This design comes from an exercise in tuning for small area and a short achievable clock period on the open sky130 flow, not from production work.
Function was checked by simulation only, so behaviour that the tests miss may differ from the original.
Power and IR drop assume default switching activity.

## flow/config.mk

```make
export PLATFORM = sky130hd
export DESIGN_NAME = i2c_eeprom_slave
export DESIGN_NICKNAME = i2c_eeprom_slave
export VERILOG_FILES = /design/flow/design.v
export SDC_FILE = /design/flow/constraint.sdc
export NUM_CORES = 4
export LEC_CHECK = 0
export CAP_MARGIN = 20
export CORE_MARGIN = 2
export CORE_UTILIZATION = 65
export CTS_BUF_LIST = sky130_fd_sc_hd__clkbuf_4 sky130_fd_sc_hd__clkbuf_8
export CTS_CLUSTER_SIZE = 30
export PLACE_DENSITY = 0.75
export SLEW_MARGIN = 20
```

## flow/constraint.sdc

```tcl
create_clock -name core_clock -period 4.5 [get_ports {clk}]
set_input_delay 0.9000 -clock core_clock [delete_from_list [all_inputs] [get_ports {clk}]]
set_output_delay 0.9000 -clock core_clock [all_outputs]
set_load 0.01 [all_outputs]
```

## flow/design.v

```verilog
module i2c_eeprom_slave #(
    parameter logic [6:0]  DEV_ADDR  = 7'h50
) (
    input  logic       clk,
    input  logic       rst_n,
    input  logic       i2c_scl,
    input  logic       i2c_sda_in,
    output logic       i2c_sda_oe,
    output logic       busy,
    output logic       wr_valid,
    output logic [7:0] wr_addr,
    output logic [7:0] wr_data
);
    localparam int S_IDLE      = 0;
    localparam int S_DEV       = 1;
    localparam int S_DEV_ACK   = 2;
    localparam int S_WADDR     = 3;
    localparam int S_WADDR_ACK = 4;
    localparam int S_WDATA     = 5;
    localparam int S_WDATA_ACK = 6;
    localparam int S_RDATA     = 7;
    localparam int S_RACK      = 8;
    localparam int S_WAIT_STOP = 9;
    logic [9:0]    r_st;
    logic [9:0]    w_st_nxt;
    logic [1:0]    r_scl_sync;
    logic [1:0]    r_sda_sync;
    logic          r_rise;
    logic          r_fall;
    logic          r_start;
    logic          r_stop;
    logic [7:0]    r_shift;
    logic [3:0]    r_cnt;
    logic [7:0]    r_ptr;
    logic          r_ack;
    logic          r_sda_oe;
    logic          r_busy;
    logic          r_wr_valid;
    logic [7:0]    r_wr_addr;
    logic [7:0]    r_wr_data;
    logic          w_sda;
    logic          w_ss;
    logic          w_byte_done;
    logic          w_addr_match;
    logic [7:0]    w_shift_in;
    logic [7:0]    w_ptr_inc;
    logic          w_mem_we;
    logic          w_tx_load;
    logic          w_waddr_load;
    logic          w_in_rx;
    logic          w_oe_nxt;
    logic          w_busy_nxt;
    logic [3:0]    r_rot;
    logic          r_pend_v;
    logic [7:0]    r_pend_addr;
    logic [7:0]    r_pend_data;
    logic [7:0]    r_rd_buf;
    logic [127:0]  r_ring [16];
    logic [7:0]    w_tap;
    logic          w_pend_ins;
    always_ff @(posedge clk or negedge rst_n) begin
        if (!rst_n) begin
            r_scl_sync <= '1;
            r_sda_sync <= '1;
            r_rise     <= 1'b0;
            r_fall     <= 1'b0;
            r_start    <= 1'b0;
            r_stop     <= 1'b0;
        end else begin
            r_scl_sync <= {r_scl_sync[0], i2c_scl};
            r_sda_sync <= {r_sda_sync[0], i2c_sda_in};
            r_rise     <= r_scl_sync[0] & ~r_scl_sync[1];
            r_fall     <= ~r_scl_sync[0] & r_scl_sync[1];
            r_start    <= r_scl_sync[0] & r_scl_sync[1] & r_sda_sync[1] & ~r_sda_sync[0];
            r_stop     <= r_scl_sync[0] & r_scl_sync[1] & ~r_sda_sync[1] & r_sda_sync[0];
        end
    end
    assign w_sda        = r_sda_sync[1];
    assign w_ss         = r_start | r_stop;
    assign w_byte_done  = (r_cnt == 4'd8);
    assign w_addr_match = (r_shift[7:1] == DEV_ADDR);
    assign w_shift_in   = {r_shift[6:0], w_sda};
    assign w_ptr_inc    = r_ptr + 8'd1;
    assign w_in_rx      = r_st[S_DEV] | r_st[S_WADDR] | r_st[S_WDATA];
    assign w_mem_we     = r_rise & r_st[S_WDATA] & (r_cnt == 4'd7);
    assign w_tx_load    = r_fall & ((r_st[S_DEV_ACK] & r_shift[0]) | (r_st[S_RACK] & ~r_ack));
    assign w_waddr_load = r_fall & r_st[S_WADDR] & w_byte_done;
    always_comb begin
        w_st_nxt = r_st;
        if (r_start) begin
            w_st_nxt = 10'b1 << S_DEV;
        end else if (r_stop) begin
            w_st_nxt = 10'b1 << S_IDLE;
        end else if (r_fall) begin
            w_st_nxt[S_DEV]       = r_st[S_DEV] & ~w_byte_done;
            w_st_nxt[S_DEV_ACK]   = r_st[S_DEV] & w_byte_done & w_addr_match;
            w_st_nxt[S_WAIT_STOP] = r_st[S_WAIT_STOP] | (r_st[S_DEV] & w_byte_done & ~w_addr_match)
                                    | (r_st[S_RACK] & r_ack);
            w_st_nxt[S_WADDR]     = (r_st[S_DEV_ACK] & ~r_shift[0]) | (r_st[S_WADDR] & ~w_byte_done);
            w_st_nxt[S_WADDR_ACK] = r_st[S_WADDR] & w_byte_done;
            w_st_nxt[S_WDATA]     = r_st[S_WADDR_ACK] | r_st[S_WDATA_ACK] | (r_st[S_WDATA] & ~w_byte_done);
            w_st_nxt[S_WDATA_ACK] = r_st[S_WDATA] & w_byte_done;
            w_st_nxt[S_RDATA]     = (r_st[S_DEV_ACK] & r_shift[0]) | (r_st[S_RDATA] & ~w_byte_done)
                                    | (r_st[S_RACK] & ~r_ack);
            w_st_nxt[S_RACK]      = r_st[S_RDATA] & w_byte_done;
        end
    end
    always_comb begin
        w_oe_nxt   = r_sda_oe;
        w_busy_nxt = r_busy;
        if (w_ss) begin
            w_oe_nxt = 1'b0;
            if (r_stop) w_busy_nxt = 1'b0;
        end else if (r_fall) begin
            if (w_tx_load)
                w_oe_nxt = ~r_rd_buf[7];
            else
                w_oe_nxt = (w_in_rx & w_byte_done & (w_addr_match | ~r_st[S_DEV]))
                         | (r_st[S_RDATA] & ~w_byte_done & ~r_shift[6]);
            if (r_st[S_DEV] & w_byte_done)
                w_busy_nxt = w_addr_match;
        end
    end
    always_ff @(posedge clk or negedge rst_n) begin
        if (!rst_n) begin
            r_st       <= 10'b1 << S_IDLE;
            r_shift    <= '0;
            r_cnt      <= '0;
            r_ptr      <= '0;
            r_ack      <= 1'b1;
            r_sda_oe   <= 1'b0;
            r_busy     <= 1'b0;
            r_wr_valid <= 1'b0;
            r_wr_addr  <= '0;
            r_wr_data  <= '0;
        end else begin
            r_st       <= w_st_nxt;
            r_sda_oe   <= w_oe_nxt;
            r_busy     <= w_busy_nxt;
            r_wr_valid <= w_mem_we;
            if (w_ss) begin
                r_cnt <= '0;
            end else if (w_tx_load) begin
                r_shift <= r_rd_buf;
                r_cnt   <= '0;
            end else if (w_in_rx) begin
                if (r_rise && !w_byte_done) begin
                    r_shift <= w_shift_in;
                    r_cnt   <= r_cnt + 4'd1;
                end else if (r_fall && w_byte_done) begin
                    r_cnt <= '0;
                end
            end else if (r_st[S_RDATA]) begin
                if (r_rise)
                    r_cnt <= r_cnt + 4'd1;
                else if (r_fall && !w_byte_done)
                    r_shift <= {r_shift[6:0], 1'b0};
            end
            if (w_tx_load || w_mem_we)
                r_ptr <= w_ptr_inc;
            else if (w_waddr_load)
                r_ptr <= r_shift;
            if (r_st[S_RACK] && r_rise)
                r_ack <= w_sda;
            if (w_mem_we) begin
                r_wr_addr <= r_ptr;
                r_wr_data <= w_shift_in;
            end
        end
    end
    always_ff @(posedge clk) begin
        r_rot <= r_rot + 4'd1;
    end
    assign w_pend_ins = r_pend_v && (r_rot == r_pend_addr[3:0]);
    for (genvar h = 0; h < 16; h++) begin : g_ring
        always_ff @(posedge clk) begin
            r_ring[h] <= {(w_pend_ins && r_pend_addr[7:4] == 4'(h)) ? r_pend_data : r_ring[h][7:0],
                          r_ring[h][127:8]};
        end
    end
    assign w_tap = r_ring[r_ptr[7:4]][7:0];
    always_ff @(posedge clk) begin
        if (w_mem_we) begin
            r_pend_v    <= 1'b1;
            r_pend_addr <= r_ptr;
            r_pend_data <= w_shift_in;
        end else if (w_pend_ins) begin
            r_pend_v    <= 1'b0;
        end
    end
    always_ff @(posedge clk) begin
        if (r_pend_v && r_pend_addr == r_ptr)
            r_rd_buf <= r_pend_data;
        else if (r_rot == r_ptr[3:0])
            r_rd_buf <= w_tap;
    end
    assign i2c_sda_oe = r_sda_oe;
    assign busy       = r_busy;
    assign wr_valid   = r_wr_valid;
    assign wr_addr    = r_wr_addr;
    assign wr_data    = r_wr_data;
endmodule
```

## flow/run.sh

```bash
#!/bin/bash
# synth_recipe.tcl (not shown) runs the flow's synth.tcl, then flattens the netlist and writes it again
# the make line also repeats each setting of config.mk as NAME=value (left out here)
make -C /OpenROAD-flow-scripts/flow DESIGN_CONFIG=/design/flow/config.mk WORK_HOME=/design/flow/orfs CLKGATE_MAP_FILE= SYNTH_SCRIPT=/design/flow/synth_recipe.tcl finish
```

==> summary.txt, run 1 <==
Outcome
  – Run status: complete, no violations

Setup path
  – Type of the worst setup path: reg2reg
  – Critical path required time: 4990 ps
  – Arrival time at the worst endpoint: 3380 ps
  – Worst setup SP type: register
  – Crit path max fanout: 22
  – Endpoint class of the critical path: register

Floorplanning
  – Die Outline Area: 75820 µm²
  – Die width: 275.4 µm
  – Die outline height: ~280 µm
  – Initial Util: 65.60%
  – Core ar.: 72960 µm²
  – I/O pins: 23
  – Total number of placement rows: 99

Layout
  – Filler cell count in the final layout: 3687
  – Synthesis-to-layout area growth: 15.84%
  – Final cell utilization of the core: between 70% and 80%
  – Commonest cells after routing, fill and taps aside: sky130_fd_sc_hd__dfxtp_1 (2053), sky130_fd_sc_hd__clkbuf_8 (379), sky130_fd_sc_hd__nand2_1 (86), sky130_fd_sc_hd__clkbuf_4 (86), sky130_fd_sc_hd__mux2_2 (76)
  – Area occupied by multi-input gates: between 4000 and 5000 µm²
  – Fraction of final layout cells with drive strength greater than 1: 20.44%
  – Layout net count: 3048
  – Sequential cell area in the final layout: 43230 µm²
  – Number of standard cells in the final layout excluding fillers: 4200
  – Leading cell type in the layout, fill and taps excluded: sky130_fd_sc_hd__dfxtp_1
  – Area of all placed cells without fillers: approximately 55000 µm²

Route
  – Post-detailed-routing wire length: 85580 µm
  – Number of vias after detailed routing: 19903
  – First-pass DRT Iterations: 6
  – Wire length per cell: a little over 20 µm
  – Residual DRC: 0
  – Post-detailed-route via-to-cell ratio: 4.739
  – Drt initial violations: 968
  – Final antenna-violating net count: 0

Placement
  – Instance area at placement: 49200 µm²
  – Placer Congestion: 0.8012
  – Cell total after placement: roughly 3700
  – Estimated wirelength of the detail-placed design: 50040 µm
  – Number of I/O port buffers: 22

Global routing
  – Antenna violations before repair: 11
  – Pin count of the biggest net entering global routing: 33
  – GRT Util Overall: a little under a quarter
  – First-pass GRT wire length: 128400 µm
  – Number of global-route vias before repair: 21601
  – Grt total ovfl: 0

Clock network
  – Number of buffers inserted by hold repair at cts: 1
  – Clock sink count: 2133
  – Inserted Clock Buffers: around 300
  – Number of resized instances in the post-cts repair step: 0
  – Number of buffers between clock root and the deepest sink: 4
  – Clock-pin slew of the registers on the worst-case setup and hold paths: 60 ps
  – Setup repair bufs after CTS: 0
  – Root buffer selected by CTS: sky130_fd_sc_hd__clkbuf_8
  – Clk Latency, worst-skew pair: between 800 and 900 ps
  – CTS HTree Levels: 5
  – CTS tree: yes

STA
  – Tcrit/Tclk final: 64.34%
  – Transition at the pin with the smallest max-transition slack: between 1000 and 1500 ps
  – Endpoints failing setup: 0
  – Post-Route Skew: 93.77 ps
  – Fin Setup TNS: 0 ps
  – Slew Limit Headroom: 27.58%
  – Max Clock Freq: approximately 350 MHz
  – Count of endpoints failing hold in the final timing report: 0
  – Unrepaired setup endpoints after global routing: false
  – Max Transition Viols Final: 0
  – Post-route minimum period: 2895 ps

Logic synthesis
  – Average cell area after synthesis: 17.47 µm²
  – Seq/Total Area, Yosys: 90.32%
  – Number of flip-flops and latches in the synthesized netlist: 2133
  – Post-Synthesis Cell Area: 47860 µm²
  – Syn nets: 2747
  – EDFF count, synth: 24
  – Cells after Synth: roughly 2700
  – Most used flip-flop cell after synthesis: sky130_fd_sc_hd__dfxtp_1
  – Fraction of synthesis flops using an asynchronous set or reset pin: under 10%
  – Library cells used by synthesis: 80
  – Yosys warning count: 2

Power
  – Standby leakage power: 22.80 nW
  – Pwr per Cell Area: 619.2 nW/µm²
  – Peak supply drop: 0.4469 mV

Worst hold path
  – Type of the worst min-delay path: reg2reg

Run
  – Count of maximum capacitance violations: 0
-- sequential cells by signal (all words and copies together), names as in the netlist, 4 cells and up --
register     count
r_cnt            4
r_pend_addr      8
r_pend_data      8
r_ptr            8
r_rd_buf         8
r_ring        2048
r_rot            4
r_shift          8
r_st             8
r_wr_addr        8
r_wr_data        8
-- metal layers --
layer	share of wire, %	vias up	global-route usage, %	routed length (µm)
li1	-	9543	-	-
met1	45	9750	30.23	38800
met2	47	404	37.15	40620
met3	4.0	200	5.950	3405
met4	3.2	6	10.34	2719
met5	0.043	-	0	37
-- cell usage after synthesis (all sizes together) (19+ instances only) --
master,number,area (µm²)
nand2,87,329.1
dfxtp,2053,41100
nor2b,19,118.9
nor2,36,214.0
clkbuf,21,78.83
dfrtp,51,1276
buf,28,148.9
a21oi,29,145.1
edfxtp,24,720.7
mux2,135,1610
nand3,26,130.1
-- cells by family (layout without fill, tap and decap cells) --
logic type	count (synthesis)	count (layout)	synth area share (%)
flops	2133	2133	90.32
xor+xnor	18	18	0.3921
other cells	0	3	0
fa+ha+maj	4	4	0.1046
mux	150	150	3.678
compound gates	134	134	2.026
buf+inv	62	561	0.5778
simple gates	238	238	2.902
-- cell type report --
cell class	count	share of cell area, %
Clock inverter	39	0.6274
Multi-Input combinational cell	544	7.858
Timing Repair Buffer	44	0.7041
Inverter	13	0.08802
Antenna cell	3	0.01354
Sequential cell	2133	77.97
Clock buffer	465	10.57
Tap cell	959	2.164
-- stage by stage --
| stage | hold WS (ps) | setup slack [ps] | power (mW) |
|---|---|---|---|
| 4_1_cts | 220.9 | 1517 | 34.69 |
| 3_5_place_dp | 312.1 | 1528 | 19.60 |
| 6_report | 233.7 | 1605 | 34.33 |
| 3_3_place_gp | 309.5 | 1638 | 19.59 |
| 5_1_grt | 236.9 | 1338 | 35.48 |
| 2_1_floorplan | 309.6 | 2463 | 19.53 |
-- report_power, final --
part           internal (mW)  total, mW  leakage, nW  switching [mW]
logic                 0.0536      0.123         1.98          0.0693
clock network           8.50       15.1         3.30            6.65
registers               19.0       19.1         17.5          0.0849
total                   27.5       34.3         22.8            6.80
-- path summary, 6_finish.rpt --
check | start | end | slack (ps) | cells past startpoint
max in group asynchronous | rst_n | r_ptr[3] | 3010 | 3
min in group asynchronous | rst_n | r_st[1] | 550 | 2
worst min-delay path | r_ring[7][87] | r_ring[7][79] | 230 | 0
worst min register to register | r_ring[7][87] | r_ring[7][79] | 230 | 0
worst max register to register | r_ptr[4] | r_rd_buf[3] | 1600 | 5
worst max-delay path | r_ptr[4] | r_rd_buf[3] | 1600 | 5
-- worst max-delay path, cell delays in order (launching register included) --
cell	delay, ps
sky130_fd_sc_hd__dfrtp_1	890
sky130_fd_sc_hd__buf_4	280
sky130_fd_sc_hd__xnor2_1	130
sky130_fd_sc_hd__nand4_1	130
sky130_fd_sc_hd__nor3_2	690
sky130_fd_sc_hd__a41o_1	400
==> inputs of run 2 (changes only) <==
==> flow/config.mk (replaced) <==
export PLATFORM = sky130hd
export DESIGN_NAME = i2c_eeprom_slave
export DESIGN_NICKNAME = i2c_eeprom_slave
export VERILOG_FILES = /design/flow/design.v
export SDC_FILE = /design/flow/constraint.sdc
export NUM_CORES = 4
export LEC_CHECK = 0
export CAP_MARGIN = 20
export CORE_MARGIN = 2
export CORE_UTILIZATION = 40
export SLEW_MARGIN = 20
==> summary.txt, run 2 <==
Outcome
  – Run status: complete, no violations

STA
  – Tcrit/Tclk final: 65.80%
  – Max Clock Freq: 337.7 MHz
  – Fin Setup TNS: 0 ps
  – Post-Route Skew: between 20 and 30 ps
  – Count of endpoints failing hold in the final timing report: 0
  – Slew Limit Headroom: 30.64%
  – Endpoints failing setup: 0
  – Transition at the pin with the smallest max-transition slack: 1038 ps
  – Max Transition Viols Final: 0
  – Worst hold slack across all endpoints: 167.8 ps
  – Unrepaired setup endpoints after global routing: false
  – Post-route minimum period: 2961 ps

Setup path
  – Crit path max fanout: 48
  – Critical path required time: 5090 ps
  – Endpoint class of the critical path: register
  – Kind of cell with the highest combined delay on the critical path: simple AND/OR/NAND/NOR gates
  – Cells along the critical path: nor2b_1, a22oi_1, o22ai_1, and4bb_1, o31ai_1
  – Type of the worst setup path: reg2reg
  – Worst setup SP type: register
  – Critical Path Slowest Stage Cell: sky130_fd_sc_hd__dfrtp_2
  – Arrival time at the worst endpoint: 3550 ps
  – Worst reg2reg setup slack: 1540 ps
  – Buffers plus inverters on the worst setup path: 0
  – Largest stage delay on the critical path: between 900 and 1000 ps

Layout
  – Leading cell type in the layout, fill and taps excluded: sky130_fd_sc_hd__dfxtp_1
  – Layout net count: 2916
  – Fraction of final layout cells with drive strength greater than 1: 14.88%
  – Commonest cells after routing, fill and taps aside: sky130_fd_sc_hd__dfxtp_1 (2053), sky130_fd_sc_hd__clkbuf_16 (189), sky130_fd_sc_hd__nand2_1 (86)
  – Register name with the most flops: r_ring
  – Max reg flops: 2048
  – Area of all placed cells without fillers: 56460 µm²
  – Synthesis-to-layout area growth: 17.97%
  – Filler cell count in the final layout: 9899

Global routing
  – GRT Util Overall: 12.15%
  – Number of global-route vias before repair: between 15000 and 20000
  – Pin count of the biggest net entering global routing: 49
  – Grt total ovfl: 0
  – Antenna violations before repair: 4
  – First-pass GRT wire length: between 100000 and 150000 µm

Power
  – Peak supply drop: just over 0.4 mV
  – Switching power of the nets: roughly 6.8 mW
  – Proportion of power drawn by the clock network: 45.9%
  – Switching share of power: 19.13%
  – Pwr per Cell Area: about 630 nW/µm²
  – Combinational Power Share: less than 1%
  – Internal power: 28.70 mW
  – Standby leakage power: 22.64 nW
  – Reg power frac: 53.7%
  – Total power: 35.48 mW

Clock network
  – Inserted Clock Buffers: 180
  – Clock-pin slew of the registers on the worst-case setup and hold paths: 70 ps
  – Setup repair bufs after CTS: 0
  – Number of buffers between clock root and the deepest sink: 3
  – CTS tree: yes
  – Root buffer selected by CTS: sky130_fd_sc_hd__clkbuf_16
  – Number of buffers inserted by hold repair at cts: 0
  – Clk Latency, worst-skew pair: roughly 770 ps
  – Clock sink count: 2133
  – CTS HTree Levels: 4
  – Number of resized instances in the post-cts repair step: 0

Route
  – Number of vias after detailed routing: 18727
  – First-pass DRT Iterations: 7
  – Final antenna-violating net count: 0
  – Drt initial violations: roughly 1100
  – Post-detailed-routing wire length: 73820 µm
  – Residual DRC: 0
  – Post-detailed-route via-to-cell ratio: ~4
  – Wire length per cell: 15.84 µm

Floorplanning
  – Die outline height: about 350 µm
  – I/O pins: 23
  – Core ar.: 118400 µm²
  – Die Outline Area: 122400 µm²
  – Initial Util: 40.42%
  – Total number of placement rows: 126
  – Die width: 349.9 µm

Logic synthesis
  – Post-Synthesis Cell Area: 47860 µm²
  – Average cell area after synthesis: 17.47 µm²
  – EDFF count, synth: 24
  – Top post-synthesis cells by area: sky130_fd_sc_hd__dfxtp_1 (86%), sky130_fd_sc_hd__dfrtp_1 (2.7%), sky130_fd_sc_hd__mux2_2 (1.8%)
  – Seq/Total Area, Yosys: 90.32%
  – Yosys warning count: 2
  – Fraction of synthesis flops using an asynchronous set or reset pin: between 2 and 3%
  – Most used flip-flop cell after synthesis: sky130_fd_sc_hd__dfxtp_1
  – Library cells used by synthesis: 80
  – Post-synth top cells: sky130_fd_sc_hd__dfxtp_1 (2053), sky130_fd_sc_hd__nand2_1 (86), sky130_fd_sc_hd__mux2_2 (76)
  – Proportion of netlist area held by the largest area contributor: 85.87%
  – Syn nets: 2747
  – Number of flip-flops and latches in the synthesized netlist: 2133
  – Most instantiated library cell after synthesis: sky130_fd_sc_hd__dfxtp_1
  – Cells after Synth: 2739
  – Cell type with the largest total area after synthesis: sky130_fd_sc_hd__dfxtp_1

Worst hold path
  – Type of the worst min-delay path: in2async

Placement
  – Instance area at placement: 49960 µm²
  – Placer Congestion: a little under 0.9
  – Number of I/O port buffers: 22
  – Estimated wirelength of the detail-placed design: between 40000 and 50000 µm

Run
  – Count of maximum capacitance violations: 0
run 2: cell types whose count changed in the layout (fill, tap and decap cells not counted), sizes merged, moves of 6 or more:
cell / before / now
clkbuf: 465 / 257
bufinv: 4 / 23
clkinv: 26 / 35
buf: 22 / 15
inv: 17 / 23
run 2: worst paths after layout:
path | start | endpoint | depth (start not counted)
worst max-delay path | r_ptr[7] | r_rd_buf[5] | 5
worst min-delay path | rst_n | r_wr_addr[0] | 1
worst max register to register | r_ptr[7] | r_rd_buf[5] | 5
worst min register to register | r_ring[11][36] | r_ring[11][28] | 0
max in group asynchronous | rst_n | r_sda_sync[0] | 2
min in group core_clock | r_ring[11][36] | r_ring[11][28] | 0
run 2: area by class of cell:
type	instances	area (µm²)	area share, %
inverters	13	48.80	0.08642
multi-input cells	544	4360	7.723
flip-flops and latches	2133	43230	76.56
clock buffers	257	5345	9.467
clock inverters	74	1152	2.041
diodes	2	5.005	0.008864
repair buffers	36	320.3	0.5673
well taps	1600	2002	3.546
run 2: cells by family after synthesis:
logic type | count (synthesis) | synth area share, %
simple gates | 238 | 2.902
xor+xnor | 18 | 0.3921
buf+inv | 62 | 0.5778
flops | 2133 | 90.32
compound gates | 134 | 2.026
mux | 150 | 3.678
fa+ha+maj | 4 | 0.1046
run 2: metrics by stage:
step                worst slack [ps]  utilization, %  instances
finish                          1539           47.69       4659
global route                    1358           47.69       4657
CTS                             1564           47.68       4657
detailed placement              1577           42.19       4326
global placement                1723           42.19       4326
floorplan                       2463               -       2739
run 2: per-layer routing:
layer	vias up	share of wire, %	GRT usage, %
met3	121	3.9	2.892
met4	0	2.8	5.428
met1	9018	53	17.97
met2	326	40	16.73
met5	-	0	0
li1	9262	-	-
run 2: power groups by stage:
stage / registers (mW) / logic [mW] / clock network, mW
6_report: 19.1 / 0.121 / 16.3
5_1_grt: 19.1 / 0.138 / 17.5
4_1_cts: 19.1 / 0.121 / 16.7
3_5_place_dp: 19.5 / 0.122 / 0
3_3_place_gp: 19.5 / 0.116 / 0
2_1_floorplan: 19.4 / 0.0915 / 0
==> inputs of run 3 (changes only) <==
--- a/flow/config.mk
+++ b/flow/config.mk
@@ -8,4 +8,5 @@
 export CAP_MARGIN = 20
 export CORE_MARGIN = 2
 export CORE_UTILIZATION = 40
+export SETUP_SLACK_MARGIN = 2.4
 export SLEW_MARGIN = 20
==> summary.txt, run 3 <==
Run
  – Count of maximum capacitance violations: 0

Setup path
  – Buffers plus inverters on the worst setup path: 1
  – Type of the worst setup path: reg2out
  – Cells along the critical path: buf_6
  – Kind of cell with the highest combined delay on the critical path: flip-flops
  – Largest stage delay on the critical path: 500 ps
  – Critical Path Slowest Stage Cell: sky130_fd_sc_hd__dfrtp_2
  – Worst setup SP type: register
  – Endpoint class of the critical path: output port
  – Crit path max fanout: 2
  – Arrival time at the worst endpoint: 1440 ps
  – Critical path required time: 3600 ps

STA
  – Tcrit/Tclk final: 51.97%
  – Max Clock Freq: 427.6 MHz
  – Unrepaired setup endpoints after global routing: true
  – Endpoints failing setup: 0
  – Slew Limit Headroom: 31.78%
  – Max Transition Viols Final: 0
  – Fin Setup TNS: 0 ps
  – Count of endpoints failing hold in the final timing report: 0
  – Transition at the pin with the smallest max-transition slack: 1023 ps
  – Post-Route Skew: roughly 29 ps
  – Post-route minimum period: 2339 ps

Logic synthesis
  – Seq/Total Area, Yosys: between 90% and 100%
  – Proportion of netlist area held by the largest area contributor: a little under nine tenths
  – Post-Synthesis Cell Area: 47860 µm²
  – Most used flip-flop cell after synthesis: sky130_fd_sc_hd__dfxtp_1
  – Most instantiated library cell after synthesis: sky130_fd_sc_hd__dfxtp_1
  – Syn nets: 2747
  – Top post-synthesis cells by area: sky130_fd_sc_hd__dfxtp_1 (86%), sky130_fd_sc_hd__dfrtp_1 (2.7%), sky130_fd_sc_hd__mux2_2 (1.8%)
  – Yosys warning count: 2
  – Post-synth top cells: sky130_fd_sc_hd__dfxtp_1 (2053), sky130_fd_sc_hd__nand2_1 (86), sky130_fd_sc_hd__mux2_2 (76)
  – Library cells used by synthesis: 80
  – Number of flip-flops and latches in the synthesized netlist: 2133
  – Fraction of synthesis flops using an asynchronous set or reset pin: 2.625%
  – Cells after Synth: 2739
  – Cell type with the largest total area after synthesis: sky130_fd_sc_hd__dfxtp_1
  – Average cell area after synthesis: between 15 and 20 µm²
  – EDFF count, synth: 24

Floorplanning
  – Total number of placement rows: about 130
  – I/O pins: 23
  – Die outline height: around 350 µm
  – Core ar.: 118400 µm²
  – Die Outline Area: 122400 µm²
  – Die width: 349.9 µm
  – Initial Util: 40.42%

Clock network
  – Number of buffers inserted by hold repair at cts: 0
  – Clock sink count: 2133
  – Root buffer selected by CTS: sky130_fd_sc_hd__clkbuf_16
  – CTS tree: yes
  – Clk Latency, worst-skew pair: 770 ps
  – Clock-pin slew of the registers on the worst-case setup and hold paths: 70 ps
  – CTS HTree Levels: 4
  – Inserted Clock Buffers: 180
  – Number of buffers between clock root and the deepest sink: 3

Layout
  – Leading cell type in the layout, fill and taps excluded: sky130_fd_sc_hd__dfxtp_1
  – Max reg flops: 2048
  – Area of all placed cells without fillers: 57070 µm²
  – Fraction of final layout cells with drive strength greater than 1: 17.75%
  – Register name with the most flops: r_ring
  – Filler cell count in the final layout: 9853
  – Layout net count: ~3000
  – Synthesis-to-layout area growth: 19.25%
  – Commonest cells after routing, fill and taps aside: sky130_fd_sc_hd__dfxtp_1 (2053), sky130_fd_sc_hd__clkbuf_16 (189), sky130_fd_sc_hd__nand2_1 (84)
  – Final cell utilization of the core: 48.21%

Placement
  – Instance area at placement: about 50000 µm²
  – Number of I/O port buffers: 22
  – Estimated wirelength of the detail-placed design: 46300 µm
  – Placer Congestion: 0.8852

Global routing
  – GRT Util Overall: about an eighth
  – Grt total ovfl: 0
  – Number of global-route vias before repair: between 15000 and 20000
  – Pin count of the biggest net entering global routing: 31
  – Antenna violations before repair: 2
  – First-pass GRT wire length: 110800 µm

Route
  – Wire length on met1: 39490 µm
  – Number of vias after detailed routing: about 19000
  – Drt initial violations: 1193
  – Wire length per cell: 15.99 µm
  – Residual DRC: 0
  – First-pass DRT Iterations: 5
  – Post-detailed-routing wire length: 75170 µm
  – Met3 Wirelength: 3059 µm
  – Final antenna-violating net count: 0
  – Post-detailed-route via-to-cell ratio: 4.046
  – Routed length on met2: approximately 30000 µm
  – Highest routed layer: met4

Outcome
  – Run status: complete, no violations

Worst hold path
  – Type of the worst min-delay path: in2async

Power
  – Peak supply drop: around 0.41 mV
  – Pwr per Cell Area: 621.7 nW/µm²
  – Standby leakage power: 23.01 nW
run 3: logic make-up after synthesis:
family	share of synthesized area, %
DFF	90.32
buffers and inverters	0.5778
and+or+nand+nor	2.902
muxes	3.678
AOI/OAI and AO/OA	2.026
adders and majority gates	0.1046
xor gates and xnor gates	0.3921
run 3: metal layers:
metal / track usage (%) / up-vias
met5: 0 / -
met4: 5.867 / 0
met3: 2.934 / 128
met2: 16.89 / 332
met1: 18.19 / 9198
li1: - / 9363
run 3: power breakdown:
group          total [mW]  switching (mW)  internal (mW)
Clock                16.3            6.62           9.68
Sequential           19.1          0.0986           19.0
Combinational       0.123          0.0693         0.0540
Total                35.5            6.78           28.7
run 3: what timing repair did:
action / 4_1_cts / 5_1_grt
resized for setup: 126 / 20
buffers inserted: 23 / 19
pin swaps: 14 / 6
endpoints found under the setup margin: 194 / 56
run 3: path summary, 6_finish.rpt:
path | startpoint | endpoint | slack, ps | depth (start not counted)
max in group asynchronous | rst_n | r_sda_sync[0] | 3430 | 2
worst min-delay path | rst_n | r_wr_addr[0] | 170 | 1
worst min register to register | r_ring[11][36] | r_ring[11][28] | 300 | 0
worst max register to register | r_ptr[5] | r_rd_buf[1] | 2400 | 6
worst max-delay path | r_wr_addr[2] | wr_addr[2] | 2160 | 1
min in group core_clock | r_ring[11][36] | r_ring[11][28] | 300 | 0
run 3: layout make-up:
cell class | count | area [µm²] | area share (%)
diodes | 2 | 5.005 | 0.008769
clock buffers | 257 | 5345 | 9.365
clock inverters | 74 | 1152 | 2.019
inverters | 13 | 48.80 | 0.08550
multi-input cells | 544 | 4528 | 7.934
flip-flops and latches | 2133 | 43250 | 75.78
well taps | 1600 | 2002 | 3.508
repair buffers | 78 | 739.5 | 1.296
run 3: stage by stage:
step	hold WS, ps	instances	total power, mW	setup slack (ps)
floorplan	309.6	2739	19.53	2463
global placement	309.5	4326	19.60	1723
detailed placement	312.1	4326	19.61	1577
CTS	110.5	4680	35.87	2109
global route	153.4	4699	36.67	2119
finish	166.6	4701	35.48	2161
==> inputs of run 4 (changes only) <==
--- a/flow/config.mk
+++ b/flow/config.mk
@@ -8,5 +8,8 @@
 export CAP_MARGIN = 20
 export CORE_MARGIN = 2
 export CORE_UTILIZATION = 40
-export SETUP_SLACK_MARGIN = 2.4
+export CTS_BUF_LIST = sky130_fd_sc_hd__clkbuf_16
+export CTS_CLUSTER_DIAMETER = 60
+export CTS_CLUSTER_SIZE = 24
+export SETUP_SLACK_MARGIN = 2.6
 export SLEW_MARGIN = 20
==> summary.txt, run 4 <==
Setup path
  – R2R Path End: r_ring[11][127]
  – Worst reg2reg setup slack: 2430 ps
  – Register-to-Register Path Depth: 7
  – Crit path max fanout: 2
  – Launching point of the worst reg2reg path: r_pend_addr[2]
  – Endpoint class of the critical path: output port
  – Critical path required time: 3600 ps
  – Cells along the critical path: buf_6
  – Arrival time at the worst endpoint: 1400 ps
  – Critical Path Slowest Stage Cell: sky130_fd_sc_hd__dfrtp_2
  – Worst setup SP type: register
  – Kind of cell with the highest combined delay on the critical path: flip-flops
  – Buffers plus inverters on the worst setup path: 1
  – Type of the worst setup path: reg2out
  – Largest stage delay on the critical path: ~520 ps

Logic synthesis
  – Cells after Synth: 2739
  – Library cells used by synthesis: 80
  – Number of flip-flops and latches in the synthesized netlist: 2133
  – Seq/Total Area, Yosys: approximately 90%
  – Proportion of netlist area held by the largest area contributor: ~86%
  – EDFF count, synth: 24
  – Most instantiated library cell after synthesis: sky130_fd_sc_hd__dfxtp_1
  – Most used flip-flop cell after synthesis: sky130_fd_sc_hd__dfxtp_1
  – Post-Synthesis Cell Area: 47860 µm²
  – Fraction of synthesis flops using an asynchronous set or reset pin: 2.625%
  – Cell type with the largest total area after synthesis: sky130_fd_sc_hd__dfxtp_1
  – Yosys warning count: 2
  – Post-synth top cells: sky130_fd_sc_hd__dfxtp_1 (2053), sky130_fd_sc_hd__nand2_1 (86), sky130_fd_sc_hd__mux2_2 (76)
  – Top post-synthesis cells by area: sky130_fd_sc_hd__dfxtp_1 (86%), sky130_fd_sc_hd__dfrtp_1 (2.7%), sky130_fd_sc_hd__mux2_2 (1.8%)
  – Syn nets: approximately 2700
  – Average cell area after synthesis: 17.47 µm²

Layout
  – Layout net count: roughly 3000
  – Final cell utilization of the core: 46.46%
  – Fraction of final layout cells with drive strength greater than 1: 17.63%
  – Area of all placed cells without fillers: 55010 µm²
  – Register name with the most flops: r_ring
  – Synthesis-to-layout area growth: 14.94%
  – Leading cell type in the layout, fill and taps excluded: sky130_fd_sc_hd__dfxtp_1
  – Max reg flops: 2048
  – Commonest cells after routing, fill and taps aside: sky130_fd_sc_hd__dfxtp_1 (2053), sky130_fd_sc_hd__clkbuf_16 (107), sky130_fd_sc_hd__mux2_4 (106)

Global routing
  – Antenna violations before repair: 3
  – Grt total ovfl: 0
  – Number of global-route vias before repair: 17728
  – Pin count of the biggest net entering global routing: 57
  – GRT Util Overall: around 12%
  – First-pass GRT wire length: 110100 µm

STA
  – Max Transition Viols Final: 0
  – Transition at the pin with the smallest max-transition slack: about 1200 ps
  – Unrepaired setup endpoints after global routing: true
  – Post-Route Skew: about 44 ps
  – Slew Limit Headroom: 17.82%
  – Count of endpoints failing hold in the final timing report: 0
  – Fin Setup TNS: 0 ps
  – Endpoints failing setup: 0
  – Worst path setup slack after routing: ~2200 ps
  – Post-route minimum period: between 2000 and 2500 ps
  – Tcrit/Tclk final: about 51%
  – Max Clock Freq: ~430 MHz

Placement
  – Placer Congestion: 0.8403
  – Estimated wirelength of the detail-placed design: 45760 µm
  – DP Worst Slack: between 1500 and 2000 ps
  – Number of I/O port buffers: 22
  – Instance area at placement: 49940 µm²

Worst hold path
  – Type of the worst min-delay path: reg2reg
  – Hold-critical path depth: 0
  – Hold worst-path end: r_ring[9][99]
  – Worst hold start: r_ring[9][107]

Clock network
  – Clock sink count: 2133
  – Number of buffers between clock root and the deepest sink: 3
  – Clock-pin slew of the registers on the worst-case setup and hold paths: 90 ps
  – Root buffer selected by CTS: sky130_fd_sc_hd__clkbuf_16
  – Inserted Clock Buffers: 106
  – CTS tree: yes
  – CTS HTree Levels: 3
  – Clk Latency, worst-skew pair: 700 ps

Power
  – Switching power of the nets: between 5 and 6 mW
  – Standby leakage power: 21.92 nW
  – Peak supply drop: 0.3083 mV
  – Reg power frac: about two thirds
  – Pwr per Cell Area: 531.9 nW/µm²
  – Combinational Power Share: 0.5%
  – Switching share of power: 19.74%
  – Internal power: roughly 23 mW
  – Proportion of power drawn by the clock network: approximately 34%

Route
  – Post-detailed-route via-to-cell ratio: 4.093
  – Residual DRC: 0
  – Met3 Wirelength: 3091 µm
  – Routed length on met2: around 31000 µm
  – Wire length on met1: 37970 µm
  – Drt initial violations: 1247
  – Highest routed layer: met4
  – Wire length per cell: 16.31 µm
  – Number of vias after detailed routing: 18737
  – Final antenna-violating net count: 0
  – Post-detailed-routing wire length: 74670 µm
  – First-pass DRT Iterations: 5

Run
  – Count of maximum capacitance violations: 0

Floorplanning
  – Initial Util: 40.42%
  – Core ar.: around 120000 µm²
  – I/O pins: 23
  – Die Outline Area: between 100000 and 150000 µm²
  – Die outline height: 349.9 µm
  – Die width: 349.9 µm
  – Total number of placement rows: between 100 and 150

Outcome
  – Run status: complete, no violations
[run 4: cell counts after synthesis]
Identical to the previous run, type by type.
[run 4: power by group through the flow]
stage	registers (mW)	clock network (mW)	logic (mW)
CTS	19.0	10.4	0.131
global placement	19.5	0	0.115
finish	19.0	10.1	0.148
detailed placement	19.5	0	0.119
floorplan	19.4	0	0.0915
global route	19.0	11.1	0.164
[run 4: routing by layer]
metal  vias to the layer above  track usage (%)
li1                       9198                -
met1                      9073            17.70
met2                       331            17.99
met3                       135            2.264
met4                         0            4.134
met5                         -                0
[run 4: area by class of cell]
class	count	area [µm²]
fillers	10030	63390
flip-flops and latches	2133	43250
multi-input cells	544	5120
clock buffers	107	2678
well taps	1600	2002
repair buffers	139	1490
clock inverters	36	404.1
inverters	13	55.05
diodes	6	15.01
[run 4: metrics by stage]
step	instances	power, mW	hold slack, ps
floorplan	2739	19.53	309.6
global placement	4324	19.59	309.5
detailed placement	4324	19.60	312.1
CTS	4545	29.57	303.4
global route	4572	30.28	304.8
finish	4578	29.26	303.6
[run 4: cells by family (layout without fill, tap and decap cells)]
group | after synthesis | count (layout) | synth area share (%)
flops | 2133 | 2133 | 90.32
mux | 150 | 150 | 3.678
other cells | 0 | 6 | 0
simple gates | 238 | 238 | 2.902
buf+inv | 62 | 295 | 0.5778
xor+xnor | 18 | 18 | 0.3921
compound gates | 134 | 134 | 2.026
fa+ha+maj | 4 | 4 | 0.1046
[run 4: how the worst max path moves through the flow]
stage / from / end / cells past startpoint
4_1_cts: r_wr_addr[2] / wr_addr[2] / 1
3_5_place_dp: r_ptr[7] / r_rd_buf[5] / 5
5_1_grt: r_wr_addr[2] / wr_addr[2] / 1
3_3_place_gp: r_ptr[7] / r_rd_buf[5] / 5
2_1_floorplan: r_ptr[6] / r_rd_buf[0] / 6
6_report: r_wr_addr[2] / wr_addr[2] / 1
[run 4: what timing repair did]
item,in CTS,in global routing
pin swaps,39,41
buffers inserted,74,27
setup endpoints to repair,212,207
hold buffers,0,0
gates cloned,4,0
gates resized for setup,241,98
==> inputs of run 5 (changes only) <==
--- a/flow/config.mk
+++ b/flow/config.mk
@@ -7,9 +7,7 @@
 export LEC_CHECK = 0
 export CAP_MARGIN = 20
 export CORE_MARGIN = 2
-export CORE_UTILIZATION = 40
-export CTS_BUF_LIST = sky130_fd_sc_hd__clkbuf_16
-export CTS_CLUSTER_DIAMETER = 60
-export CTS_CLUSTER_SIZE = 24
+export CORE_UTILIZATION = 70
+export PLACE_DENSITY = 0.8
 export SETUP_SLACK_MARGIN = 2.6
 export SLEW_MARGIN = 20
==> summary.txt, run 5 <==
Outcome
  – Run status: complete, no violations

STA
  – Max Clock Freq: 441.7 MHz
  – Slew Limit Headroom: 16.92%
  – Count of endpoints failing hold in the final timing report: 0
  – Fin Setup TNS: 0 ps
  – Endpoints failing setup: 0
  – Max Transition Viols Final: 0
  – Post-route minimum period: 2264 ps
  – Unrepaired setup endpoints after global routing: true
  – Tcrit/Tclk final: 50.31%
  – Worst path setup slack after routing: 2236 ps
  – Worst hold slack across all endpoints: 118.0 ps
  – Post-Route Skew: about 36 ps
  – Transition at the pin with the smallest max-transition slack: about 1200 ps

Route
  – Wire length per cell: roughly 30 µm
  – Number of vias after detailed routing: between 20000 and 25000
  – Final antenna-violating net count: 0
  – Drt initial violations: 2005
  – Post-detailed-routing wire length: around 120000 µm
  – First-pass DRT Iterations: 7
  – Post-detailed-route via-to-cell ratio: 5.461
  – Residual DRC: 0

Clock network
  – Inserted Clock Buffers: around 170
  – CTS HTree Levels: 4
  – Number of buffers between clock root and the deepest sink: 3
  – Root buffer selected by CTS: sky130_fd_sc_hd__clkbuf_16
  – Clock-pin slew of the registers on the worst-case setup and hold paths: 80 ps
  – Clock sink count: around 2100
  – Clk Latency, worst-skew pair: approximately 760 ps
  – CTS tree: yes
  – Number of buffers inserted by hold repair at cts: 0

Layout
  – Final cell utilization of the core: a little over four fifths
  – Commonest cells after routing, fill and taps aside: sky130_fd_sc_hd__dfxtp_1 (2050), sky130_fd_sc_hd__clkbuf_16 (178), sky130_fd_sc_hd__mux2_4 (110)
  – Synthesis-to-layout area growth: 19.26%
  – Register name with the most flops: r_ring
  – Layout net count: just over 3000
  – Leading cell type in the layout, fill and taps excluded: sky130_fd_sc_hd__dfxtp_1
  – Max reg flops: 2048
  – Fraction of final layout cells with drive strength greater than 1: 22.00%
  – Filler cell count in the final layout: ~2500

Logic synthesis
  – Yosys warning count: 2
  – Average cell area after synthesis: 17.47 µm²
  – Fraction of synthesis flops using an asynchronous set or reset pin: under 10%
  – Most used flip-flop cell after synthesis: sky130_fd_sc_hd__dfxtp_1
  – Proportion of netlist area held by the largest area contributor: between 80% and 90%
  – Number of flip-flops and latches in the synthesized netlist: between 2000 and 2500
  – EDFF count, synth: 24
  – Post-Synthesis Cell Area: 47860 µm²
  – Seq/Total Area, Yosys: around 90%
  – Library cells used by synthesis: 80
  – Syn nets: 2747
  – Most instantiated library cell after synthesis: sky130_fd_sc_hd__dfxtp_1
  – Cell type with the largest total area after synthesis: sky130_fd_sc_hd__dfxtp_1
  – Top post-synthesis cells by area: sky130_fd_sc_hd__dfxtp_1 (86%), sky130_fd_sc_hd__dfrtp_1 (2.7%), sky130_fd_sc_hd__mux2_2 (1.8%)
  – Cells after Synth: ~2700
  – Post-synth top cells: sky130_fd_sc_hd__dfxtp_1 (2053), sky130_fd_sc_hd__nand2_1 (86), sky130_fd_sc_hd__mux2_2 (76)

Power
  – Peak supply drop: 0.6840 mV
  – Proportion of power drawn by the clock network: about 45%
  – Pwr per Cell Area: 614.9 nW/µm²
  – Standby leakage power: 23.43 nW
  – Total power: between 30 and 40 mW
  – Reg power frac: a little over half
  – Switching share of power: 21.14%
  – Combinational Power Share: 0.5%
  – Switching power of the nets: ~7.4 mW
  – Internal power: about 28 mW

Global routing
  – Number of global-route vias before repair: between 20000 and 25000
  – First-pass GRT wire length: between 150000 and 200000 µm
  – Pin count of the biggest net entering global routing: 34
  – Antenna violations before repair: 14
  – Grt total ovfl: 0
  – GRT Util Overall: 32.68%

Placement
  – Placer Congestion: 0.8926
  – Number of I/O port buffers: 22
  – Estimated wirelength of the detail-placed design: 51660 µm
  – DP Worst Slack: 1525 ps

Run
  – Count of maximum capacitance violations: 0

Setup path
  – Critical Path Slowest Stage Cell: sky130_fd_sc_hd__dfrtp_1
  – Worst setup SP type: register
  – Cells along the critical path: buf_6
  – R2R Path End: r_ring[5][120]
  – Launching point of the worst reg2reg path: r_pend_addr[0]
  – Register-to-Register Path Depth: 6
  – Critical path required time: 3600 ps
  – Largest stage delay on the critical path: between 400 and 500 ps
  – Endpoint class of the critical path: output port
  – Arrival time at the worst endpoint: approximately 1400 ps
  – Kind of cell with the highest combined delay on the critical path: flip-flops
  – Crit path max fanout: 2
  – Type of the worst setup path: reg2out
  – Worst reg2reg setup slack: 2290 ps
  – Buffers plus inverters on the worst setup path: 1

Floorplanning
  – Core ar.: 67400 µm²
  – Die width: around 270 µm
  – Total number of placement rows: 95
  – Die outline height: 265.5 µm
  – Initial Util: 71.01%
  – Die Outline Area: 70480 µm²
  – I/O pins: 23

Worst hold path
  – Type of the worst min-delay path: in2async
[run 5: cell count changes in the layout (fill, tap and decap cells not counted), moves of 7 or more]
cell	change
sky130_fd_sc_hd__clkbuf_8	+36
sky130_fd_sc_hd__clkbuf_1	+41
sky130_fd_sc_hd__bufinv_16	+12
sky130_fd_sc_hd__clkinv_2	+23
sky130_fd_sc_hd__inv_1	-7
sky130_fd_sc_hd__clkbuf_16	+71
sky130_fd_sc_hd__buf_4	+10
[run 5: logic make-up after synthesis]
kind of cell	share of synthesized area, %
compound gates	2.026
xor+xnor	0.3921
fa+ha+maj	0.1046
buf+inv	0.5778
flops	90.32
mux	3.678
simple gates	2.902
[run 5: cell type report]
type                            instances  area, µm²  share of cell area [%]
Inverter                               13      56.30                 0.09864
Antenna cell                            5      12.51                 0.02192
Sequential cell                      2133      43250                   75.77
Timing Repair inverter                  1      7.507                 0.01315
Clock inverter                         55      738.2                   1.293
Clock buffer                          254       5079                   8.897
Tap cell                              873       1092                   1.914
Timing Repair Buffer                  144       1543                   2.703
Multi-Input combinational cell        545       5303                   9.290
[run 5: routing by layer]
| layer | up-vias | global-route usage (%) | share of wire (%) |
|---|---|---|---|
| met2 | 1121 | 56.59 | 50 |
| met1 | 10960 | 38.93 | 37 |
| met4 | 10 | 17.36 | 6.3 |
| met3 | 445 | 6.101 | 6.7 |
| met5 | - | 0 | 0.046 |
| li1 | 9433 | - | - |
[run 5: worst reg2reg max path, stage by stage (launching register included)]
cell                       delay (ps)
sky130_fd_sc_hd__edfxtp_1         460
sky130_fd_sc_hd__xnor2_2          250
sky130_fd_sc_hd__buf_4            160
sky130_fd_sc_hd__and4_4           340
sky130_fd_sc_hd__nand3b_4         220
sky130_fd_sc_hd__nor2_8           300
sky130_fd_sc_hd__mux2_4           370
[run 5: power by group through the flow]
stage               registers [mW]  clock network [mW]  logic, mW
finish                        19.1                15.9      0.182
global route                  19.0                16.6      0.196
CTS                           19.0                15.7      0.138
detailed placement            19.5                   0      0.125
global placement              19.5                   0      0.112
floorplan                     19.4                   0     0.0915
[run 5: worst max-delay path by stage]
stage          cells after the start          end         start
2_1_floorplan                      6  r_rd_buf[0]      r_ptr[6]
3_3_place_gp                       5  r_rd_buf[7]      r_ptr[5]
3_5_place_dp                       6  r_rd_buf[5]      r_ptr[6]
4_1_cts                            1   wr_addr[5]  r_wr_addr[5]
5_1_grt                            1   wr_data[5]  r_wr_data[5]
6_report                           1   wr_addr[7]  r_wr_addr[7]
[run 5: timing repair]
item	in CTS	in global routing
endpoints found under the setup margin	214	197
buffers inserted	65	39
pin swaps	38	40
gates resized for setup	298	66
cloned	4	1
[run 5: metrics by stage]
step | cell area (µm²) | std cells
global route | 57070 | 4020
global placement | 49020 | 3595
finish | 57080 | 4023
floorplan | 47860 | 2739
CTS | 56340 | 3973
detailed placement | 49020 | 3595
==> inputs of run 6 (changes only) <==
--- a/flow/design.v
+++ b/flow/design.v
@@ -57,7 +57,7 @@
     logic [7:0]    r_rd_buf;
     logic [127:0]  r_ring [16];
     logic [7:0]    w_tap;
-    logic          w_pend_ins;
+    logic          r_pend_ins;
     always_ff @(posedge clk or negedge rst_n) begin
         if (!rst_n) begin
             r_scl_sync <= '1;
@@ -171,10 +171,17 @@
     always_ff @(posedge clk) begin
         r_rot <= r_rot + 4'd1;
     end
-    assign w_pend_ins = r_pend_v && (r_rot == r_pend_addr[3:0]);
+    always_ff @(posedge clk) begin
+        if (w_mem_we)
+            r_pend_ins <= (r_rot + 4'd1 == r_ptr[3:0]);
+        else if (r_pend_ins)
+            r_pend_ins <= 1'b0;
+        else
+            r_pend_ins <= r_pend_v && (r_rot + 4'd1 == r_pend_addr[3:0]);
+    end
     for (genvar h = 0; h < 16; h++) begin : g_ring
         always_ff @(posedge clk) begin
-            r_ring[h] <= {(w_pend_ins && r_pend_addr[7:4] == 4'(h)) ? r_pend_data : r_ring[h][7:0],
+            r_ring[h] <= {(r_pend_ins && r_pend_addr[7:4] == 4'(h)) ? r_pend_data : r_ring[h][7:0],
                           r_ring[h][127:8]};
         end
     end
@@ -184,7 +191,7 @@
             r_pend_v    <= 1'b1;
             r_pend_addr <= r_ptr;
             r_pend_data <= w_shift_in;
-        end else if (w_pend_ins) begin
+        end else if (r_pend_ins) begin
             r_pend_v    <= 1'b0;
         end
     end
--- a/flow/config.mk
+++ b/flow/config.mk
@@ -7,7 +7,9 @@
 export LEC_CHECK = 0
 export CAP_MARGIN = 20
 export CORE_MARGIN = 2
-export CORE_UTILIZATION = 70
-export PLACE_DENSITY = 0.8
-export SETUP_SLACK_MARGIN = 2.6
+export CORE_UTILIZATION = 40
+export CTS_BUF_LIST = sky130_fd_sc_hd__clkbuf_16
+export CTS_CLUSTER_DIAMETER = 60
+export CTS_CLUSTER_SIZE = 24
+export SETUP_SLACK_MARGIN = 2.3
 export SLEW_MARGIN = 20
==> summary.txt, run 6 <==
Setup path
  – Critical path required time: 3600 ps
  – Kind of cell with the highest combined delay on the critical path: flip-flops
  – Worst setup SP type: register
  – Endpoint class of the critical path: output port
  – Buffers plus inverters on the worst setup path: 1
  – Largest stage delay on the critical path: 480 ps
  – Crit path max fanout: 2
  – Cells along the critical path: buf_6
  – Critical Path Slowest Stage Cell: sky130_fd_sc_hd__dfrtp_2
  – Arrival time at the worst endpoint: 1330 ps
  – Type of the worst setup path: reg2out

Floorplanning
  – Initial Util: 40.29%
  – Die width: between 300 and 400 µm
  – Core ar.: 117900 µm²
  – Die Outline Area: 121600 µm²
  – I/O pins: 23
  – Total number of placement rows: 126
  – Die outline height: 348.7 µm

Clock network
  – Number of buffers between clock root and the deepest sink: 3
  – CTS tree: yes
  – CTS HTree Levels: 3
  – Clock-pin slew of the registers on the worst-case setup and hold paths: around 90 ps
  – Clock sink count: 2134
  – Inserted Clock Buffers: 107
  – Root buffer selected by CTS: sky130_fd_sc_hd__clkbuf_16
  – Number of buffers inserted by hold repair at cts: 0
  – Clk Latency, worst-skew pair: about 700 ps

STA
  – Fin Setup TNS: 0 ps
  – Slew Limit Headroom: around 25%
  – Max Clock Freq: 448.8 MHz
  – Worst path setup slack after routing: 2272 ps
  – Transition at the pin with the smallest max-transition slack: 1126 ps
  – Post-route minimum period: 2228 ps
  – Unrepaired setup endpoints after global routing: true
  – Max Transition Viols Final: 0
  – Endpoints failing setup: 0
  – Worst hold slack across all endpoints: 289.4 ps
  – Tcrit/Tclk final: 49.51%
  – Count of endpoints failing hold in the final timing report: 0
  – Post-Route Skew: 24.17 ps

Placement
  – Placer Congestion: ~0.83
  – Cell total after placement: 4277
  – Estimated wirelength of the detail-placed design: 47090 µm
  – DP Worst Slack: 1938 ps
  – Number of I/O port buffers: 22

Layout
  – Commonest cells after routing, fill and taps aside: sky130_fd_sc_hd__dfxtp_1 (2054), sky130_fd_sc_hd__mux2_2 (117), sky130_fd_sc_hd__clkbuf_16 (110)
  – Fraction of final layout cells with drive strength greater than 1: 13.42%
  – Synthesis-to-layout area growth: 11.93%
  – Layout net count: 2893
  – Register name with the most flops: r_ring
  – Max reg flops: 2048
  – Number of standard cells in the final layout excluding fillers: 4461
  – Leading cell type in the layout, fill and taps excluded: sky130_fd_sc_hd__dfxtp_1

Run
  – Count of maximum capacitance violations: 0

Global routing
  – GRT Util Overall: roughly 12%
  – Number of global-route vias before repair: 17405
  – First-pass GRT wire length: 108700 µm
  – Pin count of the biggest net entering global routing: 39
  – Antenna violations before repair: 3
  – Grt total ovfl: 0

Route
  – First-pass DRT Iterations: 5
  – Wire length per cell: approximately 17 µm
  – Number of vias after detailed routing: 18291
  – Residual DRC: 0
  – Final antenna-violating net count: 0
  – Post-detailed-routing wire length: 73790 µm
  – Drt initial violations: between 900 and 1000
  – Post-detailed-route via-to-cell ratio: 4.100

Logic synthesis
  – Yosys warning count: 2
  – Most instantiated library cell after synthesis: sky130_fd_sc_hd__dfxtp_1
  – Proportion of netlist area held by the largest area contributor: 86.54%
  – Seq/Total Area, Yosys: roughly nine tenths
  – Fraction of synthesis flops using an asynchronous set or reset pin: under 10%
  – Post-Synthesis Cell Area: 47510 µm²
  – Average cell area after synthesis: 17.33 µm²
  – Most used flip-flop cell after synthesis: sky130_fd_sc_hd__dfxtp_1
  – Post-synth top cells: sky130_fd_sc_hd__dfxtp_1 (2054), sky130_fd_sc_hd__mux2_2 (118), sky130_fd_sc_hd__nand2_1 (96)
  – Cells after Synth: 2742
  – EDFF count, synth: 24
  – Cell type with the largest total area after synthesis: sky130_fd_sc_hd__dfxtp_1
  – Syn nets: 2750
  – Top post-synthesis cells by area: sky130_fd_sc_hd__dfxtp_1 (87%), sky130_fd_sc_hd__mux2_2 (2.8%), sky130_fd_sc_hd__dfrtp_1 (2.7%)
  – Number of flip-flops and latches in the synthesized netlist: 2134
  – Library cells used by synthesis: 68

Worst hold path
  – Type of the worst min-delay path: in2async

Power
  – Standby leakage power: about 21 nW
  – Peak supply drop: 0.3342 mV
  – Pwr per Cell Area: 552.6 nW/µm²

Outcome
  – Run status: complete, no violations
run 6: cell types whose count changed after synthesis, sizes merged, moves of 7 or more:
cell    previous run  this run
a22o              17         7
a22oi              7        15
buf               28        17
mux2             135       128
nand2             87        96
nand3b            12         2
nor2              36        47
o21ai             12        37
o221ai             0         8
run 6: what timing repair did:
action,4_1_cts,5_1_grt
pin swaps,4,6
setup endpoints to repair,48,34
buffers inserted,13,21
gates resized for setup,102,40
run 6: path summary, 6_finish.rpt:
path                                   to  slack, ps      startpoint  cells after the start
max in group asynchronous        r_ptr[4]       3340           rst_n                      2
hold / removal                   r_cnt[0]        290           rst_n                      1
hold reg to reg            r_ring[2][106]        310  r_ring[2][114]                      0
setup / recovery               wr_addr[6]       2270    r_wr_addr[6]                      1
min in group core_clock    r_ring[2][106]        310  r_ring[2][114]                      0
setup reg to reg              r_rd_buf[5]       2330        r_ptr[4]                      6
run 6: metrics by stage:
step / utilization, % / area, µm² / total power [mW]
floorplan: - / 47510 / 19.52
global placement: 42.05 / 49590 / 19.59
detailed placement: 42.05 / 49590 / 19.60
CTS: 44.80 / 52830 / 29.71
global route: 45.09 / 53180 / 30.45
finish: 45.10 / 53180 / 29.39
run 6: metal layers:
metal	GRT usage (%)	wire, µm	vias up	part of all wire, %
met5	0	0	-	0
met4	4.539	2130	0	2.9
met3	2.182	2759	116	3.7
met2	18.04	30870	272	42
met1	17.57	38020	8814	52
li1	-	-	9089	-
run 6: cell families (layout without fill, tap and decap cells):
family                     Yosys count  count (layout)  synth area share (%)
AOI/OAI and AO/OA                  147             147                 2.157
xor gates and xnor gates            19              19                0.3502
adders and majority gates            4               4                0.1053
buffers and inverters               56             236                0.5451
DFF                               2134            2134                 91.02
muxes                              142             142                 3.363
other                                0               3                     0
and+or+nand+nor                    240             240                 2.460
run 6: layout make-up:
type / count / area, µm²
flip-flops and latches: 2134 / 43260
fillers: 10114 / 64740
repair buffers: 76 / 604.3
diodes: 3 / 7.507
multi-input cells: 552 / 4167
inverters: 14 / 66.31
clock buffers: 110 / 2753
well taps: 1536 / 1922
clock inverters: 36 / 404.1
run 6: report_power, final:
part | leakage [nW] | switching (mW) | total [mW] | internal [mW]
clock network | 1.57 | 5.61 | 10.2 | 4.63
logic | 2.04 | 0.0693 | 0.119 | 0.0498
registers | 17.5 | 0.0839 | 19.0 | 18.9
==> inputs of run 7 (changes only) <==
--- a/flow/config.mk
+++ b/flow/config.mk
@@ -9,7 +9,7 @@
 export CORE_MARGIN = 2
 export CORE_UTILIZATION = 40
 export CTS_BUF_LIST = sky130_fd_sc_hd__clkbuf_16
-export CTS_CLUSTER_DIAMETER = 60
-export CTS_CLUSTER_SIZE = 24
+export CTS_CLUSTER_DIAMETER = 50
+export CTS_CLUSTER_SIZE = 28
 export SETUP_SLACK_MARGIN = 2.3
 export SLEW_MARGIN = 20
==> summary.txt, run 7 <==
Setup path
  – Register-to-Register Path Depth: 7
  – Type of the worst setup path: reg2out
  – Critical path required time: 3600 ps
  – Largest stage delay on the critical path: just under 500 ps
  – Critical Path Slowest Stage Cell: sky130_fd_sc_hd__dfrtp_2
  – Buffers plus inverters on the worst setup path: 1
  – Worst reg2reg setup slack: 2270 ps
  – Launching point of the worst reg2reg path: r_ptr[7]
  – R2R Path End: r_rd_buf[2]
  – Kind of cell with the highest combined delay on the critical path: flip-flops
  – Cells along the critical path: buf_6
  – Worst setup SP type: register
  – Endpoint class of the critical path: output port
  – Arrival time at the worst endpoint: 1340 ps
  – Crit path max fanout: 2

Global routing
  – Grt total ovfl: 0
  – GRT Util Overall: 12.13%
  – Antenna violations before repair: 2
  – Pin count of the biggest net entering global routing: 39
  – First-pass GRT wire length: 109300 µm
  – Number of global-route vias before repair: roughly 17000

Logic synthesis
  – Post-Synthesis Cell Area: 47510 µm²
  – Syn nets: 2750
  – Share of synthesized cell area in full adder, half adder and majority cells: 0.1053%
  – Seq/Total Area, Yosys: 91.02%
  – Synthesized-area fraction occupied by xor and xnor cells: 0.3502%
  – Share of the synthesized area in compound gates (AO/OA/AOI/OAI): 2.157%
  – Simple logic cell fraction of the synthesized area: 2.460%
  – Most used flip-flop cell after synthesis: sky130_fd_sc_hd__dfxtp_1
  – Library cells used by synthesis: 68
  – Yosys warning count: 2
  – Top post-synthesis cells by area: sky130_fd_sc_hd__dfxtp_1 (87%), sky130_fd_sc_hd__mux2_2 (2.8%), sky130_fd_sc_hd__dfrtp_1 (2.7%)
  – Cell type with the largest total area after synthesis: sky130_fd_sc_hd__dfxtp_1
  – Cells after Synth: 2742
  – Combinational family with the most area after synthesis: multiplexers
  – Mux share of post-synthesis cell area: roughly 3.4%
  – Number of flip-flops and latches in the synthesized netlist: about 2100
  – Fraction of synthesis flops using an asynchronous set or reset pin: between 2 and 3%
  – Most instantiated library cell after synthesis: sky130_fd_sc_hd__dfxtp_1
  – Average cell area after synthesis: roughly 17 µm²
  – Proportion of netlist area held by the largest area contributor: 86.54%
  – EDFF count, synth: 24
  – Post-synth top cells: sky130_fd_sc_hd__dfxtp_1 (2054), sky130_fd_sc_hd__mux2_2 (118), sky130_fd_sc_hd__nand2_1 (96)

Layout
  – Register name with the most flops: r_ring
  – Filler cell count in the final layout: 10054
  – Final cell utilization of the core: 45.78%
  – Area of all placed cells without fillers: ~54000 µm²
  – Leading cell type in the layout, fill and taps excluded: sky130_fd_sc_hd__dfxtp_1
  – Sequential cell area in the final layout: about 43000 µm²
  – Synthesis-to-layout area growth: 13.61%
  – Max reg flops: 2048
  – Layout net count: 2907
  – Area occupied by multi-input gates: 4129 µm²
  – Fraction of final layout cells with drive strength greater than 1: around 15%
  – Commonest cells after routing, fill and taps aside: sky130_fd_sc_hd__dfxtp_1 (2054), sky130_fd_sc_hd__mux2_2 (118), sky130_fd_sc_hd__clkbuf_16 (116)

Placement
  – Estimated wirelength of the detail-placed design: 47090 µm
  – DP Worst Slack: 1938 ps
  – Number of I/O port buffers: 22
  – Instance area at placement: 49590 µm²
  – Placer Congestion: 0.8276

STA
  – Post-route minimum period: 2239 ps
  – Max Transition Viols Final: 0
  – Fin Setup TNS: 0 ps
  – Worst path setup slack after routing: between 2000 and 2500 ps
  – Endpoints failing setup: 0
  – Transition at the pin with the smallest max-transition slack: 1154 ps
  – Tcrit/Tclk final: 49.75%
  – Count of endpoints failing hold in the final timing report: 0
  – Post-Route Skew: between 20 and 25 ps
  – Slew Limit Headroom: 23.05%
  – Unrepaired setup endpoints after global routing: true
  – Max Clock Freq: 446.7 MHz

Floorplanning
  – Die outline height: 348.7 µm
  – Initial Util: 40.29%
  – Total number of placement rows: 126
  – I/O pins: 23
  – Core ar.: 117900 µm²
  – Die Outline Area: 121600 µm²
  – Die width: 348.7 µm

Power
  – Standby leakage power: 21.42 nW
  – Pwr per Cell Area: 568.5 nW/µm²
  – Total power: approximately 31 mW
  – Peak supply drop: 0.3987 mV

Worst hold path
  – Type of the worst min-delay path: in2async

Clock network
  – Clk Latency, worst-skew pair: around 700 ps
  – Clock-pin slew of the registers on the worst-case setup and hold paths: 90 ps
  – CTS tree: yes
  – Inserted Clock Buffers: around 110
  – CTS HTree Levels: 3
  – Root buffer selected by CTS: sky130_fd_sc_hd__clkbuf_16
  – Number of buffers between clock root and the deepest sink: 3
  – Number of buffers inserted by hold repair at cts: 0
  – Clock sink count: ~2100

Route
  – Final antenna-violating net count: 0
  – Routed length on met2: just over 30000 µm
  – Drt initial violations: 1052
  – Wire length per cell: roughly 16 µm
  – First-pass DRT Iterations: 5
  – Met3 Wirelength: 2734 µm
  – Post-detailed-route via-to-cell ratio: ~4.1
  – Wire length on met1: 38220 µm
  – Number of vias after detailed routing: 18466
  – Highest routed layer: met4
  – Post-detailed-routing wire length: 73930 µm
  – Residual DRC: 0

Run
  – Count of maximum capacitance violations: 0

Outcome
  – Run status: complete, no violations
run 7: cell counts after synthesis:
Identical to the previous run, type by type.
run 7: worst reg2reg max path: stages, from the launching register on:
cell and delay (ps):
sky130_fd_sc_hd__dfrtp_4 540, sky130_fd_sc_hd__buf_2 190, sky130_fd_sc_hd__and2_2 280, sky130_fd_sc_hd__a22oi_1 230, sky130_fd_sc_hd__o221ai_1 170, sky130_fd_sc_hd__a211o_1 290, sky130_fd_sc_hd__o22ai_1 200, sky130_fd_sc_hd__o21ai_1 80
run 7: routing by layer:
metal	global-route usage [%]	up-vias
li1	-	9176
met1	17.67	8922
met2	18.15	268
met3	2.475	100
met4	3.686	0
met5	0	-
run 7: cell families after synthesis:
logic type	Yosys count
flip-flops	2134
XOR/XNOR	19
AND/OR/NAND/NOR	240
buffers and inverters	56
multiplexers	142
adder cells (fa/ha/maj)	4
AO/OA/AOI/OAI	147
run 7: metrics by stage:
step | instances | hold WS, ps
floorplan | 2742 | 309.6
CTS | 4492 | 281.0
detailed placement | 4277 | 312.1
global placement | 4277 | 309.6
global route | 4521 | 320.0
finish | 4523 | 301.9
run 7: timing repair:
action | in CTS | in global routing
resized for setup | 99 | 32
pin swaps | 5 | 6
gates cloned | 0 | 1
setup endpoints to repair | 47 | 19
endpoints found under the hold margin | 0 | 0
setup buffers | 15 | 28
run 7: area by class of cell:
class	count	share of cell area [%]
inverter	14	0.1228
tap	1536	3.560
multi-input combinational	552	7.649
clock inverter	85	1.928
sequential	2134	80.14
timing repair buffer	85	1.259
antenna	2	0.009271
clock buffer	115	5.331
run 7: worst max path at each step:
stage | from | to | slack (ps) | cells after the start
final | r_wr_addr[6] | wr_addr[6] | 2260 | 1
after global routing | r_wr_addr[6] | wr_addr[6] | 2200 | 1
after CTS | r_wr_addr[6] | wr_addr[6] | 2180 | 1
after detailed placement | r_ptr[6] | r_rd_buf[4] | 1940 | 6
after global placement | r_ptr[4] | r_rd_buf[6] | 1960 | 5
after floorplan | r_cnt[0] | r_pend_addr[0] | 2520 | 4
run 7: where the power goes:
group / internal [mW] / switching (mW)
sequential: 19.0 / 0.0874
clock: 5.30 / 6.24
combinational: 0.0493 / 0.0683
total: 24.3 / 6.39

afterwards: timing with drivers on the ports:
No port has a modelled driver above. Below, the same layouts with a new extraction and two added sets of constraints.
Step 1 assumes that a clkbuf_16 drives the clock port and a buf_2 every other input.
Step 2 moves the port delays by t, midway between the first and last clock arrival at a register: inputs arrive t later, outputs are due t later. That takes back most of the time a late clock gives input paths.
a / b / c = ideal ports / drivers / drivers and shift; a / b = the first two.
run	t (ns)	slack for setup (ns)	worst setup path at the end	latest minus earliest clock arrival (ns)	pins driven straight from the clock port
run 1	0.915	1.605 / 1.605 / 1.605	register to register	0.117 / 0.117	1
run 2	0.822	1.539 / 1.539 / 1.539	register to register	0.030 / 0.029	1
run 3	0.823	2.161 / 2.098 / 2.404	register to register	0.031 / 0.032	1
run 4	0.746	2.200 / 2.132 / 2.433	register to register	0.051 / 0.052	1
run 5	0.810	2.236 / 2.168 / 2.290	register to register	0.049 / 0.049	1
run 6	0.755	2.272 / 2.205 / 2.331	register to register	0.032 / 0.032	1
run 7	0.762	2.261 / 2.188 / 2.273	register to register	0.030 / 0.030	1
After both steps setup and hold are still met in every run listed.
